Background: an optimization exercise with open tools, aiming at a short achievable clock period and few clock cycles. Do not read the settings as production practice. Function was checked by simulation only, so behaviour that the tests miss may differ from the original. No activity file was given, so power comes from the tool's default toggle rates.

==> inputs of v28 <==
Design grid_line_path_walker, start of the top module:
module grid_line_path_walker #(
   parameter int COORD_BITS = 8
) (
   input  logic                  clock,
   input  logic                  reset,
   input  logic                  req_valid,
   output logic                  req_stall,
   input  logic                  req_command,
   input  logic [COORD_BITS-1:0] req_start_y,
   input  logic [COORD_BITS-1:0] req_start_x,
   input  logic [COORD_BITS-1:0] req_end_y,
   input  logic [COORD_BITS-1:0] req_end_x,
   input  logic                  req_pass_through,
   input  logic                  req_info_mode,
   input  logic                  req_stop_at_occupant,
   input  logic                  req_cell_projectable,
   input  logic                  req_cell_believed_wall,
   input  logic                  req_cell_occupied,
   output logic                  rsp_valid,
   input  logic                  rsp_stall,
   output logic [COORD_BITS-1:0] rsp_grid_y,
   output logic [COORD_BITS-1:0] rsp_grid_x,
   output logic                  rsp_grid_valid,
   output logic                  rsp_path_done,
   output logic [glpw_pkg::LEN_W-1:0] rsp_path_length,
   input  logic                  csr_psel,
   input  logic                  csr_penable,
   input  logic                  csr_pwrite,
   input  logic [glpw_pkg::CSR_ADDR_W-1:0] csr_paddr,
   input  logic [glpw_pkg::CSR_DATA_W-1:0] csr_pwdata,
   output logic [glpw_pkg::CSR_DATA_W-1:0] csr_prdata,
   output logic                  csr_pready
);
export LEC_CHECK = 0
export CAP_MARGIN = 20
export CORE_MARGIN = 2
export CORE_UTILIZATION = 70
export SLEW_MARGIN = 20
create_clock -name core_clock -period 10.5 [get_ports {clock}]
standard.sh (not shown) runs the stock make flow with config.mk's settings and CLKGATE_MAP_FILE= SYNTH_SCRIPT=/design/flow/synth_recipe.tcl, a recipe that flattens the netlist after the stock synthesis.
==> flow/flow/run.sh <==
#!/bin/bash
set -euo pipefail
bash standard.sh SETUP_SLACK_MARGIN=6.6 finish > orfs_make.log 2>&1
==> v32: changes against v28 <==
--- a/flow/design.v
+++ b/flow/design.v
@@ -208,33 +208,57 @@
       new_item.ay    = n_ay;
       new_item.ax    = n_ax;
       new_item.y0    = req_start_y;
       new_item.x0    = req_start_x;
       new_item.y1    = n_ydn ? n_ym : n_yp;
       new_item.x1    = n_xdn ? n_xm : n_xp;
    end
-   item_type it_ff, it;
-   logic     rv_ff;
-   logic     hold, accept, take;
-   assign hold      = rv_ff && rsp_stall;
-   assign req_stall = hold;
-   assign accept    = req_valid && !hold;
-   assign take      = rv_ff && !rsp_stall;
-   assign rsp_valid = rv_ff;
-   assign it        = it_ff;
+   item_type it_f_ff, it_h0_ff, it_h1_ff, it;
+   logic     fv_ff, hv0_ff, hv1_ff, hwp_ff, hrp_ff;
+   logic     accept, take, hold_any, push, pop;
+   assign hold_any  = hv0_ff || hv1_ff;
+   assign req_stall = hold_any;
+   assign accept    = req_valid && !hold_any;
+   assign rsp_valid = hold_any || fv_ff;
+   assign take      = rsp_valid && !rsp_stall;
+   assign push      = fv_ff && !(take && !hold_any);
+   assign pop       = take && hold_any;
+   assign it        = !hold_any ? it_f_ff : (hrp_ff ? it_h1_ff : it_h0_ff);
    always_ff @(posedge clock) begin
-      if (!hold) begin
-         it_ff <= new_item;
-      end
+      it_f_ff <= new_item;
    end
    always_ff @(posedge clock) begin
       if (reset) begin
-         rv_ff <= 1'b0;
-      end else if (!hold) begin
-         rv_ff <= accept;
+         fv_ff  <= 1'b0;
+         hv0_ff <= 1'b0;
+         hv1_ff <= 1'b0;
+         hwp_ff <= 1'b0;
+         hrp_ff <= 1'b0;
+      end else begin
+         fv_ff <= accept;
+         if (push) begin
+            hwp_ff <= !hwp_ff;
+         end
+         if (pop) begin
+            hrp_ff <= !hrp_ff;
+         end
+         if ((push && !hwp_ff) || (pop && !hrp_ff)) begin
+            hv0_ff <= push && !hwp_ff;
+         end
+         if ((push && hwp_ff) || (pop && hrp_ff)) begin
+            hv1_ff <= push && hwp_ff;
+         end
+      end
+   end
+   always_ff @(posedge clock) begin
+      if (fv_ff && !hwp_ff) begin
+         it_h0_ff <= it_f_ff;
+      end
+      if (fv_ff && hwp_ff) begin
+         it_h1_ff <= it_f_ff;
       end
    end
    logic          active_ff;
    logic          pass_ff, info_ff, soo_ff;
    logic          vert_ff, diag_ff;
    logic          ydn_ff, xdn_ff;
    logic [CB-1:0] cand_y_ff, cand_x_ff;    
@@ -265,28 +289,26 @@
          rsp_grid_x      = c_give ? cand_x_ff : '0;
          rsp_grid_valid  = c_give;
          rsp_path_done   = !c_give || c_done;
          rsp_path_length = c_give ? cells1_ff : cells_ff;
       end
    end
    logic          s_diag, s_d0ge;
-   word_type      s_a, s_m, s_d0, s_d0v, s_d0h;
+   word_type      s_a, s_m, s_d0;
    logic [CB-1:0] s_y2, s_x2, s_cy, s_cx;
    word_type      n_d;
    logic          n_dge, n_e;
    logic [CB-1:0] n_cy, n_cx;
    word_type      n_cells1;
    always_comb begin
       s_diag = !it.vert && !it.horz;
       s_a    = it.vert ? w(it.ay) : w(it.ax);
       s_m    = it.vert ? w(it.ax) : w(it.ay);
-      s_d0v  = ks_add3(w(it.ax), w(it.ax) << 1, ~w(it.ay), 1'b1);
-      s_d0h  = ks_add3(w(it.ay), w(it.ay) << 1, ~w(it.ax), 1'b1);
-      s_d0   = it.vert ? s_d0v : s_d0h;
-      s_d0ge = it.vert ? !s_d0v[KW-1] : !s_d0h[KW-1];
+      s_d0   = ks_add3(s_m, s_m << 1, ~s_a, 1'b1);
+      s_d0ge = !s_d0[KW-1];
       s_y2   = step_coord(it.y1, it.ydn);
       s_x2   = step_coord(it.x1, it.xdn);
       s_cy   = !it.horz ? s_y2 : (s_d0ge ? it.y1 : it.y0);
       s_cx   = !it.vert ? s_x2 : (s_d0ge ? it.x1 : it.x0);
       n_d      = ks_add(d_ff, d_ff[KW-1] ? incn_ff : incp_ff, 1'b0);
       n_dge    = !n_d[KW-1];
       n_e      = diag_ff || n_dge;
- CORE_UTILIZATION: 70 -> 40
==> qor summary <==
metric	v28	v32
Number of signal-net buffers in the layout	178	317
Worst path depth	9	26
Crit path setup slack, layout	5.88 ns	5.81 ns
Iteration-0 DRC count of the detailed router	1591	865
Number of fillers in the final layout	732	3365
Routed met3 length	3860 µm	2050 µm
Placed cell count	1622	2182
R2R Path Start	d_ff[11]$_DFFE_PP_	hv1_ff$_SDFFE_PP0P_
Fraction of area in registers	28.4%	33.9%
Outcome	timing/DRC/antenna clean	timing/DRC/antenna clean
Total global-route track usage	36.7%	20.7%
Layout multi-input combinational cell count	994	1141
Detailed-placement wirelength estimate	22600 µm	27400 µm
Sequential power	894 µW	1.44 mW
Die Y-Extent	139 µm	207 µm
Static Leakage	6.89 nW	8.94 nW
Crit path max fanout	3	6
Number of enable-type register cells in the synthesized netlist	133	194
Peak clock frequency supported by timing	217 MHz	213 MHz
Global-route met1 utilization	45.2%	26.7%
Testbench counts of v28, summed over its fixed seeds: cycles 46,506.
Testbench counts of v32, summed over its fixed seeds: cycles 46,506.

* * *

==> inputs of trial 34 <==
==> flow/design.v <==
`timescale 1ns / 1ps
package glpw_pkg;
   typedef enum logic {
      CMD_START    = 1'b0,
      CMD_CONTINUE = 1'b1
   } command_type;
   typedef enum logic [1:0] {
      AXIS_VERTICAL   = 2'd0,
      AXIS_HORIZONTAL = 2'd1,
      AXIS_DIAGONAL   = 2'd2
   } axis_mode_type;
   typedef struct packed {
      logic stop_at_occupant;
      logic info_mode;
      logic pass_through;
   } walk_flags_type;
   typedef struct packed {
      logic projectable;
      logic believed_wall;
      logic occupied;
   } cell_status_type;
   localparam int LEN_W = 8;
   localparam int             CSR_DATA_W          = 32;
   localparam int             CSR_ADDR_W          = 3;
   localparam logic           CSR_IDX_RANGE_LIMIT = 1'b0;
   localparam logic [LEN_W-1:0] RANGE_LIMIT_RESET = 8'd20;
   function automatic int entry_width(input int coord_bits);
      entry_width = 12 + 8 * coord_bits;
   endfunction
endpackage
`timescale 1ns / 1ps
`timescale 1ns / 1ps
`timescale 1ns / 1ps
`timescale 1ns / 1ps
module grid_line_path_walker #(
   parameter int COORD_BITS = 8
) (
   input  logic                  clock,
   input  logic                  reset,
   input  logic                  req_valid,
   output logic                  req_stall,
   input  logic                  req_command,
   input  logic [COORD_BITS-1:0] req_start_y,
   input  logic [COORD_BITS-1:0] req_start_x,
   input  logic [COORD_BITS-1:0] req_end_y,
   input  logic [COORD_BITS-1:0] req_end_x,
   input  logic                  req_pass_through,
   input  logic                  req_info_mode,
   input  logic                  req_stop_at_occupant,
   input  logic                  req_cell_projectable,
   input  logic                  req_cell_believed_wall,
   input  logic                  req_cell_occupied,
   output logic                  rsp_valid,
   input  logic                  rsp_stall,
   output logic [COORD_BITS-1:0] rsp_grid_y,
   output logic [COORD_BITS-1:0] rsp_grid_x,
   output logic                  rsp_grid_valid,
   output logic                  rsp_path_done,
   output logic [glpw_pkg::LEN_W-1:0] rsp_path_length,
   input  logic                  csr_psel,
   input  logic                  csr_penable,
   input  logic                  csr_pwrite,
   input  logic [glpw_pkg::CSR_ADDR_W-1:0] csr_paddr,
   input  logic [glpw_pkg::CSR_DATA_W-1:0] csr_pwdata,
   output logic [glpw_pkg::CSR_DATA_W-1:0] csr_prdata,
   output logic                  csr_pready
);
   localparam int CB = COORD_BITS;
   localparam int LW = glpw_pkg::LEN_W;
   localparam int DW = glpw_pkg::CSR_DATA_W;
   localparam int AW = glpw_pkg::CSR_ADDR_W;
   localparam int KW = CB + 4;    
   typedef logic [KW-1:0] word_type;
   typedef struct packed {
      logic [CB-1:0] y;
      logic [CB-1:0] x;
      logic          gv;
      logic          done;
      logic [LW-1:0] len;
   } result_type;
   function automatic logic [KW:0] ks_add(input word_type a, input word_type b, input logic cin);
      word_type g, p, gg, pp;
      g  = a & b;
      p  = a ^ b;
      gg = g;
      pp = p;
      gg[0] = g[0] | (p[0] & cin);
      for (int s = 1; s < KW; s = s * 2) begin
         for (int i = KW - 1; i >= s; i--) begin
            gg[i] = gg[i] | (pp[i] & gg[i-s]);
            pp[i] = pp[i] & pp[i-s];
         end
      end
      ks_add = {gg[KW-1], p ^ {gg[KW-2:0], cin}};
   endfunction
   function automatic word_type ks_sub(input word_type a, input word_type b);
      logic [KW:0] r;
      r = ks_add(a, ~b, 1'b1);
      ks_sub = r[KW-1:0];
   endfunction
   function automatic logic ks_ge(input word_type a, input word_type b);
      logic [KW:0] r;
      r = ks_add(a, ~b, 1'b1);
      ks_ge = !r[KW-1];
   endfunction
   function automatic word_type ks_add3(input word_type a, input word_type b, input word_type c,
                                        input logic cin);
      word_type s, k;
      logic [KW:0] r;
      s = a ^ b ^ c;
      k = ((a & b) | (a & c) | (b & c)) << 1;
      r = ks_add(s, k, cin);
      ks_add3 = r[KW-1:0];
   endfunction
   function automatic logic [2*KW-1:0] csa(input word_type a, input word_type b, input word_type c);
      csa = {((a & b) | (a & c) | (b & c)) << 1, a ^ b ^ c};
   endfunction
   function automatic word_type w(input logic [CB-1:0] v);
      w = word_type'(v);
   endfunction
   function automatic logic [CB-1:0] step_coord(input logic [CB-1:0] v, input logic dn);
      logic [KW:0] r;
      r = ks_add(w(v), dn ? '1 : word_type'(1), 1'b0);
      step_coord = r[CB-1:0];
   endfunction
   logic [LW-1:0] range_limit_ff;
   logic          csr_hit;
   assign csr_hit    = (csr_paddr[AW-1:2] == glpw_pkg::CSR_IDX_RANGE_LIMIT);
   assign csr_pready = 1'b1;
   assign csr_prdata = csr_hit ? DW'(range_limit_ff) : '0;
   always_ff @(posedge clock) begin
      if (reset) begin
         range_limit_ff <= glpw_pkg::RANGE_LIMIT_RESET;
      end else if (csr_psel && csr_penable && csr_pwrite && csr_hit) begin
         range_limit_ff <= csr_pwdata[LW-1:0];
      end
   end
   result_type res_a_ff, res_b_ff, res_new;
   logic       va_ff, vb_ff, wp_ff, rp_ff;
   logic       accept, take;
   assign req_stall = va_ff && vb_ff;
   assign accept    = req_valid && !(va_ff && vb_ff);
   assign rsp_valid = rp_ff ? vb_ff : va_ff;
   assign take      = rsp_valid && !rsp_stall;
   result_type res_out;
   always_comb begin
      res_out         = rp_ff ? res_b_ff : res_a_ff;
      rsp_grid_y      = res_out.y;
      rsp_grid_x      = res_out.x;
      rsp_grid_valid  = res_out.gv;
      rsp_path_done   = res_out.done;
      rsp_path_length = res_out.len;
   end
   always_ff @(posedge clock) begin
      if (reset) begin
         va_ff <= 1'b0;
         vb_ff <= 1'b0;
         wp_ff <= 1'b0;
         rp_ff <= 1'b0;
      end else begin
         if (accept) begin
            wp_ff <= !wp_ff;
         end
         if (take) begin
            rp_ff <= !rp_ff;
         end
         if ((accept && !wp_ff) || (take && !rp_ff)) begin
            va_ff <= accept && !wp_ff;
         end
         if ((accept && wp_ff) || (take && rp_ff)) begin
            vb_ff <= accept && wp_ff;
         end
      end
   end
   always_ff @(posedge clock) begin
      if (accept && !wp_ff) begin
         res_a_ff <= res_new;
      end
      if (accept && wp_ff) begin
         res_b_ff <= res_new;
      end
   end
   logic          active_ff;
   logic          pass_ff, info_ff, soo_ff;
   logic          vert_ff, diag_ff;
   logic          ydn_ff, xdn_ff;
   logic          first_ff;               
   logic [CB-1:0] y_ff, x_ff;             
   logic [LW-1:0] cells_ff;               
   logic [LW-1:0] cells1_ff;              
   logic [LW-1:0] minor_ff;               
   logic [CB-1:0] major_ff, minorlen_ff;  
   word_type      r0_ff, r1_ff;           
   word_type      d_ff;                   
   word_type      incp_ff, incn_ff;       
   logic          s_same, s_ydn, s_xdn;
   logic [CB-1:0] s_ay, s_ax;
   logic          s_vert, s_horz, s_diag;
   logic [CB-1:0] s_y, s_x;
   logic          s_done;
   word_type      dyp, dyn, dxp, dxn;
   always_comb begin
      dyp    = ks_sub(w(req_end_y), w(req_start_y));
      dyn    = ks_sub(w(req_start_y), w(req_end_y));
      dxp    = ks_sub(w(req_end_x), w(req_start_x));
      dxn    = ks_sub(w(req_start_x), w(req_end_x));
      s_same = (req_start_y == req_end_y) && (req_start_x == req_end_x);
      s_ydn  = dyp[KW-1];
      s_xdn  = dxp[KW-1];
      s_ay   = s_ydn ? dyn[CB-1:0] : dyp[CB-1:0];
      s_ax   = s_xdn ? dxn[CB-1:0] : dxp[CB-1:0];
      s_vert = !ks_ge(w(s_ax), w(s_ay));
      s_horz = !ks_ge(w(s_ay), w(s_ax));
      s_diag = !s_vert && !s_horz;
      s_y    = s_horz ? req_start_y : step_coord(req_start_y, s_ydn);
      s_x    = s_vert ? req_start_x : step_coord(req_start_x, s_xdn);
      s_done = (range_limit_ff[LW-1:1] == '0)
               || (!req_pass_through && ((s_ay | s_ax) == CB'(1)));
   end
   logic          c_stop, c_give, c_done, c_dge, c_half, c_inc2;
   logic [CB-1:0] c_y, c_x;
   word_type      c_m, c_a, c_d, c_d0, c_d1p, c_d1n, c_dp, c_dn;
   word_type      c_incp, c_r0, c_r1, c_cells1;
   logic [2*KW-1:0] c_t1, c_t2, c_t3;
   always_comb begin
      c_stop = (info_ff ? req_cell_believed_wall : !req_cell_projectable)
               || (soo_ff && req_cell_occupied);
      c_give = active_ff && !c_stop;
      c_m    = w(minorlen_ff);
      c_a    = w(major_ff);
      c_d0   = ks_add3(c_m, c_m << 1, ~c_a, 1'b1);
      c_d1n  = ks_add3(c_m << 2, c_m, ~c_a, 1'b1);
      c_t1   = csa(c_m << 2, c_m, ~(c_a << 1));
      c_t2   = csa(c_t1[KW-1:0], c_t1[2*KW-1:KW], ~c_a);
      c_t3   = csa(c_t2[KW-1:0], c_t2[2*KW-1:KW], word_type'(1));
      c_d1p  = ks_add(c_t3[KW-1:0], c_t3[2*KW-1:KW], 1'b1);
      c_dp   = ks_add(d_ff, incp_ff, 1'b0);
      c_dn   = ks_add(d_ff, incn_ff, 1'b0);
      c_incp = ks_sub(c_m << 1, c_a << 1);
      c_dge  = first_ff ? !c_d0[KW-1] : !d_ff[KW-1];
      c_y    = (diag_ff || vert_ff || c_dge) ? step_coord(y_ff, ydn_ff) : y_ff;
      c_x    = (diag_ff || !vert_ff || c_dge) ? step_coord(x_ff, xdn_ff) : x_ff;
      c_half = diag_ff ? 1'b0 : (c_dge && minor_ff[0]);
      c_done = (!pass_ff && (cells1_ff == major_ff))
               || (c_half ? ks_ge(r1_ff, w(range_limit_ff)) : ks_ge(r0_ff, w(range_limit_ff)));
      if (first_ff) begin
         c_d = c_dge ? c_d1p : c_d1n;
      end else begin
         c_d = c_dge ? c_dp : c_dn;
      end
      c_inc2   = diag_ff ? cells1_ff[0] : (c_dge && minor_ff[0]);
      c_r0     = c_inc2 ? ks_add(r1_ff, word_type'(1), 1'b0) : r1_ff;
      c_r1     = ks_add(r1_ff, c_inc2 ? word_type'(2) : word_type'(1), 1'b0);
      c_cells1 = ks_add(w(cells1_ff), word_type'(1), 1'b0);
   end
   always_comb begin
      if (req_command == glpw_pkg::CMD_START) begin
         res_new.y    = s_same ? '0 : s_y;
         res_new.x    = s_same ? '0 : s_x;
         res_new.gv   = !s_same;
         res_new.done = s_same || s_done;
         res_new.len  = s_same ? LW'(0) : LW'(1);
      end else begin
         res_new.y    = c_give ? c_y : '0;
         res_new.x    = c_give ? c_x : '0;
         res_new.gv   = c_give;
         res_new.done = !c_give || c_done;
         res_new.len  = c_give ? cells1_ff : cells_ff;
      end
   end
   always_ff @(posedge clock) begin
      if (reset) begin
         active_ff <= 1'b0;
         cells_ff  <= '0;
         cells1_ff <= LW'(1);
         pass_ff   <= 1'b0;
         info_ff   <= 1'b0;
         soo_ff    <= 1'b0;
      end else if (accept) begin
         if (req_command == glpw_pkg::CMD_START) begin
            pass_ff <= req_pass_through;
            info_ff <= req_info_mode;
            soo_ff  <= req_stop_at_occupant;
            if (s_same) begin
               active_ff <= 1'b0;
               cells_ff  <= '0;
               cells1_ff <= LW'(1);
            end else begin
               active_ff <= !s_done;
               cells_ff  <= LW'(1);
               cells1_ff <= LW'(2);
            end
         end else if (active_ff) begin
            if (c_stop) begin
               active_ff <= 1'b0;
            end else begin
               active_ff <= !c_done;
               cells_ff  <= cells1_ff;
               cells1_ff <= c_cells1[LW-1:0];
            end
         end
      end
   end
   always_ff @(posedge clock) begin
      if (accept) begin
         if (req_command == glpw_pkg::CMD_START) begin
            vert_ff     <= s_vert;
            diag_ff     <= s_diag;
            ydn_ff      <= s_ydn;
            xdn_ff      <= s_xdn;
            first_ff    <= 1'b1;
            y_ff        <= s_y;
            x_ff        <= s_x;
            minor_ff    <= '0;
            major_ff    <= s_vert ? s_ay : s_ax;
            minorlen_ff <= s_vert ? s_ax : s_ay;
            r0_ff       <= s_diag ? word_type'(3) : word_type'(2);
            r1_ff       <= s_diag ? word_type'(4) : word_type'(3);
         end else if (c_give) begin
            first_ff <= 1'b0;
            y_ff     <= c_y;
            x_ff     <= c_x;
            minor_ff <= minor_ff + LW'(!diag_ff && c_dge);
            r0_ff    <= c_r0;
            r1_ff    <= c_r1;
            d_ff     <= c_d;
            if (first_ff) begin
               incp_ff <= c_incp;
               incn_ff <= c_m << 1;
            end
         end
      end
   end
endmodule
==> flow/flow/run.sh <==
#!/bin/bash
set -euo pipefail
bash standard.sh SETUP_SLACK_MARGIN=7.2 finish > orfs_make.log 2>&1
==> flow/standard.sh <==
#!/bin/bash
# synth_recipe.tcl (not shown) runs the flow's synth.tcl, then flattens the netlist and writes it again
# the make line also repeats each setting of config.mk as NAME=value (left out here)
make -C /OpenROAD-flow-scripts/flow DESIGN_CONFIG=/design/flow/config.mk WORK_HOME=/design/flow/orfs CLKGATE_MAP_FILE= SYNTH_SCRIPT=/design/flow/synth_recipe.tcl "${@:-finish}"
==> flow/config.mk <==
export PLATFORM = sky130hd
export DESIGN_NAME = grid_line_path_walker
export DESIGN_NICKNAME = grid_line_path_walker
export VERILOG_FILES = /design/flow/design.v
export SDC_FILE = /design/flow/constraint.sdc
export NUM_CORES = 4
export LEC_CHECK = 0
export CAP_MARGIN = 20
export CORE_MARGIN = 2
export CORE_UTILIZATION = 40
export SLEW_MARGIN = 20
==> flow/constraint.sdc <==
create_clock -name core_clock -period 10.5 [get_ports {clock}]
set_input_delay 2.1000 -clock core_clock [delete_from_list [all_inputs] [get_ports {clock}]]
set_output_delay 2.1000 -clock core_clock [all_outputs]
set_load 0.01 [all_outputs]
==> inputs of trial 39, as changes to trial 34 <==
==> flow/flow/run.sh (replaced) <==
#!/bin/bash
set -euo pipefail
bash standard.sh SETUP_SLACK_MARGIN=6.6 finish > orfs_make.log 2>&1
==> summary of the runs <==
Cell count: trial 39 is lower than trial 34 (about 2.4%).
In trial 34 the combinational power is higher than in trial 39, by about 6%.
In trial 39 the hold slack is higher than in trial 34, by 0.0035 ns.
In register-to-register slack, trial 39 and trial 34 hardly differ.
Worst setup slack: trial 34 is worse than trial 39 (0.049 ns).
Between trial 39 and trial 34, the lower first-iteration DRC count is in trial 34 (gap about 16%, measured against trial 34).
Against trial 34, the core utilization of trial 39 is lower by 2.3 points.
Trial 34 passed the timing, DRC and antenna checks. Trial 39 ran to the end with no violations.
In trial 34 the sequential share of layout area is lower than in trial 39, by 1.1 points.
Of trial 39 and trial 34, trial 39 has the higher maximum frequency (gap 0.91%, measured against trial 34).
Testbench counts of trial 34, summed over its fixed seeds: cycles 46,506.
Testbench counts of trial 39, summed over its fixed seeds: cycles 46,506.

## separate check: timing with driven ports
No port has a modelled driver above. Below, the same layouts with a new extraction and two added sets of constraints.
Step 1, drivers: a clkbuf_16 drives clock and a buf_2 each remaining input, both assumed.
Step 2 adds t to the input delays and takes it off the output delays; t is the mean of the earliest and latest rising clock arrival at the registers after step 1. Input paths then give back, and output paths get back, about the clock's delay inside the block.
Slacks: no drivers / after step 1 / after step 2; pairs: no drivers / after step 1.
| run | t, ns | slack for setup (ns) | worst setup path at the end | worst data-port slew with drivers (ns) | pins driven straight from the clock port |
|---|---|---|---|---|---|
| v28 | 0.508 | 5.883 / 5.825 / 5.502 | input to register | 0.17 | 1 |
| v32 | 0.615 | 5.813 / 5.813 / 5.619 | input to register | 0.14 | 1 |
| trial 34 | 0.490 | 5.030 / 5.021 / 4.531 | input to register | 0.13 | 1 |
| trial 39 | 0.488 | 5.079 / 5.066 / 4.577 | input to register | 0.16 | 1 |
After both steps every run listed still meets setup and hold. The setup slack of trial 39, which loses most, moves by -0.013 ns with the drivers and by -0.502 ns with both steps.
